From an optimization exercise on the open Yosys and OpenROAD flow, aimed at small area and a short achievable clock period; shortcuts taken in it are not production practice. Only simulation tests tie the RTL to the original design; equivalence was not proved. Power and IR drop assume default switching activity.

## run 1
Design fpalu_top, start of the top module:
module fpalu_top (
	input  logic                 clk,
	input  logic                 rst,
	input  logic                 in_valid,
	input  fpalu_pkg::fpalu_op_t op,
	input  logic                 a_sgn,
	input  fpalu_pkg::exp_t      a_exp,
	input  fpalu_pkg::man_t      a_man,
	input  logic                 b_sgn,
	input  fpalu_pkg::exp_t      b_exp,
	input  fpalu_pkg::man_t      b_man,
	output logic                 out_valid,
	output logic                 y_sgn,
	output fpalu_pkg::exp_t      y_exp,
	output fpalu_pkg::man_t      y_man
);
For scale: ~1400 cells after synthesis, ~180 flip-flops, roughly 92 I/O pins, about 12000 um2 of cells after synthesis.
Settings: LEC_CHECK=0, CAP_MARGIN=20, CORE_MARGIN=2, CORE_UTILIZATION=40, CTS_CLUSTER_DIAMETER=100, CTS_CLUSTER_SIZE=40, SETUP_SLACK_MARGIN=2.7, SLEW_MARGIN=20; clock period 5.5 ns.
standard.sh (not shown) runs the stock make flow with config.mk's settings and CLKGATE_MAP_FILE= SYNTH_SCRIPT=/design/flow/synth_recipe.tcl, a recipe that flattens the netlist after the stock synthesis.
==> flow/flow/run.sh <==
#!/bin/bash
# Standard layout, with the port buffers made from plain buffers instead of
# the delay cells buffer_ports picks by default.
set -euo pipefail
cd "$(dirname "$0")/.."
bash standard.sh synth > synth.log 2>&1
bash standard.sh "BUFFER_PORTS_ARGS=-buffer_cell sky130_fd_sc_hd__buf_2" finish > layout.log 2>&1
Setup changes, run 1 to run 2
- CTS_CLUSTER_SIZE: 40 -> unset
- CTS_CLUSTER_DIAMETER: 100 -> unset
- CORE_UTILIZATION: 40 -> 50
- PLACE_DENSITY: unset -> 0.7
--- a/flow/flow/run.sh
+++ b/flow/flow/run.sh
@@ -5,3 +5,3 @@
 cd "$(dirname "$0")/.."
 bash standard.sh synth > synth.log 2>&1
-bash standard.sh "BUFFER_PORTS_ARGS=-buffer_cell sky130_fd_sc_hd__buf_2" finish > layout.log 2>&1
+bash standard.sh "BUFFER_PORTS_ARGS=-buffer_cell sky130_fd_sc_hd__buf_1" finish > layout.log 2>&1
### Flow results
- Comparing run 2 and run 1, the lower global routing met1 resource utilization is on run 1.
- Run 2 reports its critical path's slowest cell as sky130_fd_sc_hd__fa_1 while run 1 reports sky130_fd_sc_hd__a221o_1.
- Instance count on the critical path, run 2 and run 1: higher on run 1
- The clock skew was comparable across run 2 and run 1.
Modified inputs, run 3 compared to run 2
- putting TNS_END_PERCENT at 5 where nothing was set
- swapping 50 for 40 in CORE_UTILIZATION
--- outcome ---
Between run 2 and run 3, the half-perimeter wire length after placement is higher for run 3. Measured against each other, run 2 and run 3 differ in wire length reported by the detailed router, the higher figure coming from run 3. | clock skew | run 2 vs run 3 | ≈ equal |. [compare] base=run 2 new=run 3: total power saw an increase; total met2 wirelength after detailed routing saw a decrease; non-clock buffer count saw an increase. Compared run 3 vs run 2, and post-cts repair resize count is down in run 3. In the flow results for run 2 and run 3, the site row count is larger on run 3. Going from run 2 to run 3, clock power share was more or less identical; worst-case reg-to-reg path depth now larger; detailed-router iteration count before antenna repair dropped 1.
diff inputs: run 3 => run 4
- PLACE_DENSITY no longer set, was 0.7
In the metrics for run 4 and run 3, the one carrying the higher number of cells traversed by the worst register-to-register path is run 3. Run 4 — final critical-path setup slack 0.13 ns higher, run 3 as reference. Delta(cell depth of the worst setup path, run 4 - run 3) < 0. Delta (run 4 minus run 3): worst hold-check slack went up 0.0039 ns; max-slew headroom at the worst pin went down 1.1 points; routed via count went down 106; upper clock frequency limit went up 16 MHz; proportion of cell area occupied by multi-input gates went up 0.36 points. Summary — final critical delay including setup and external delays, run 4 relative to run 3: lower, by 0.13 ns. The critical path capture point comes out x2[16]$_DFF_P_ in one run and x2[15]$_DFF_P_ in the other, namely in run 3 and run 4 respectively.
The inputs of run 5 differ from those of run 4 as listed below.
- PLACE_DENSITY newly set to 0.7
- TNS_END_PERCENT removed (was 5)
- SLEW_MARGIN changed from 20 to 10
- CAP_MARGIN changed from 20 to 10
Results
- Final worst hold slack: run 5 vs run 4, no meaningful difference
- Compared with run 4, the detailed router inserted more vias in run 5.
- Looking at worst setup path category, the reg -> reg result is from run 4; the in -> reg one comes from run 5.
- Run 5 vs run 4 — internal power consumption climbed slightly
- For the count of plain and timing-repair buffers in the layout, run 5 came in 4 higher than run 4 did.
- Taking run 4 as the reference, in run 5 critical path depth now larger, combinational fraction of design power went down 0.6 points, static leakage saw an increase, time the final worst path needs with I/O delays and setup went down.

fpalu_top, a different RTL version from the one above (not shown whole).
Size in the first run: about 180 flip-flops, roughly 92 I/O pins.
Design fpalu_top, start of the top module:
module fpalu_top (
	input  logic                 clk,
	input  logic                 rst,
	input  logic                 in_valid,
	input  fpalu_pkg::fpalu_op_t op,
	input  logic                 a_sgn,
	input  fpalu_pkg::exp_t      a_exp,
	input  fpalu_pkg::man_t      a_man,
	input  logic                 b_sgn,
	input  fpalu_pkg::exp_t      b_exp,
	input  fpalu_pkg::man_t      b_man,
	output logic                 out_valid,
	output logic                 y_sgn,
	output fpalu_pkg::exp_t      y_exp,
	output fpalu_pkg::man_t      y_man
);
clock: 5.5 ns
lec_check: 0
cap_margin: 20
core_margin: 2
core_utilization: 40
setup_slack_margin: 2.7
slew_margin: 20
==> flow/flow/run.sh <==
#!/bin/bash
# Standard layout, with the port buffers made from plain buffers instead of
# the delay cells buffer_ports picks by default.
set -euo pipefail
cd "$(dirname "$0")/.."
bash standard.sh synth > synth.log 2>&1
bash standard.sh "BUFFER_PORTS_ARGS=-buffer_cell sky130_fd_sc_hd__buf_2" finish > layout.log 2>&1
The starting point completed with no timing, DRC or antenna violations.
Next try:
- SETUP_SLACK_MARGIN: 2.7 -> 2.5
What happened:
- The new run passed the timing, DRC and antenna checks
- global-route usage fell by 0.55 points
- worst setup slack loses 150 ps
- cell count fell by 2.4%
- total power fell by 2.2%
- design area fell by about 4.4%
- hold slack is about the same

RTL: one of the versions met above, not the one the previous note started from.
Size: about 1400 cells after synthesis, ~180 flip-flops, about 92 I/O pins, about 12000 um^2 of cells after synthesis.
## fpalu_top
module fpalu_top (
	input  logic                 clk,
	input  logic                 rst,
	input  logic                 in_valid,
	input  fpalu_pkg::fpalu_op_t op,
	input  logic                 a_sgn,
	input  fpalu_pkg::exp_t      a_exp,
	input  fpalu_pkg::man_t      a_man,
	input  logic                 b_sgn,
	input  fpalu_pkg::exp_t      b_exp,
	input  fpalu_pkg::man_t      b_man,
	output logic                 out_valid,
	output logic                 y_sgn,
	output fpalu_pkg::exp_t      y_exp,
	output fpalu_pkg::man_t      y_man
);
export LEC_CHECK = 0
export CAP_MARGIN = 20
export CORE_MARGIN = 2
export CORE_UTILIZATION = 40
export SETUP_SLACK_MARGIN = 2.9
export SLEW_MARGIN = 20
create_clock -name core_clock -period 5.5 [get_ports {clk}]
Scripts as last shown in full above: flow/flow/run.sh
Edit:
--- a/flow/flow/run.sh
+++ b/flow/flow/run.sh
@@ -6,2 +6,2 @@
 bash standard.sh synth > synth.log 2>&1
-bash standard.sh "BUFFER_PORTS_ARGS=-buffer_cell sky130_fd_sc_hd__buf_2" finish > layout.log 2>&1
+bash standard.sh "BUFFER_PORTS_ARGS=-buffer_cell sky130_fd_sc_hd__buf_1" finish > layout.log 2>&1
- PLACE_DENSITY: unset -> 0.7
- SETUP_SLACK_MARGIN: 2.9 -> 2.65
Outcome: Core utilization goes down by 4.6 points. Die area does not change. Wire length goes down by a few percent. Sequential power goes up slightly. Combinational power goes down by roughly a tenth. Clock skew barely changes. Worst setup slack is worse by 0.088 ns.

## separate check: timing with driven ports
No port has a modelled driver above. Below, the same layouts with a new extraction and two added sets of constraints. Step 1 (the two cells are an assumption about what drives the block):
set clk [get_ports {clk}]
set_driving_cell -lib_cell sky130_fd_sc_hd__clkbuf_16 $clk
set_driving_cell -lib_cell sky130_fd_sc_hd__buf_2 [delete_from_list [all_inputs] $clk]
Step 2 adds t to the input delays and takes it off the output delays; t is the mean of the earliest and latest rising clock arrival at the registers after step 1. Input paths then give back, and output paths get back, about the clock's delay inside the block. a / b / c = ideal / step 1 / step 2; a / b = the first two.
run	shift t [ns]	slack for setup (ns)	hold WS [ns]	worst setup path at the end	slew at the worst register clock pin (ns)
run 1	0.490	2.700 / 2.725 / 2.235	0.327 / 0.327 / 0.327	input to register	0.07 / 0.07
run 2	0.481	2.724 / 2.724 / 2.332	0.323 / 0.323 / 0.323	input to register	0.07 / 0.07
run 3	0.482	2.600 / 2.600 / 2.198	0.322 / 0.322 / 0.322	input to register	0.07 / 0.07
run 4	0.485	2.726 / 2.726 / 2.289	0.326 / 0.326 / 0.326	input to register	0.08 / 0.08
run 5	0.482	2.780 / 2.774 / 2.292	0.328 / 0.328 / 0.328	input to register	0.07 / 0.07
the first run of note 2	0.488	2.735 / 2.734 / 2.245	0.322 / 0.322 / 0.322	input to register	0.08 / 0.08
the second run of note 2	0.484	2.584 / 2.584 / 2.187	0.325 / 0.325 / 0.325	input to register	0.08 / 0.08
the first run of note 3	0.482	2.784 / 2.784 / 2.325	0.326 / 0.326 / 0.326	input to register	0.07 / 0.07
the second run of note 3	0.497	2.696 / 2.696 / 2.301	0.329 / 0.329 / 0.329	input to register	0.08 / 0.08
After both steps setup and hold are still met in every run listed. The setup slack of the first run of note 2, which loses most, moves by -0.001 ns with the drivers and by -0.490 ns with both steps.
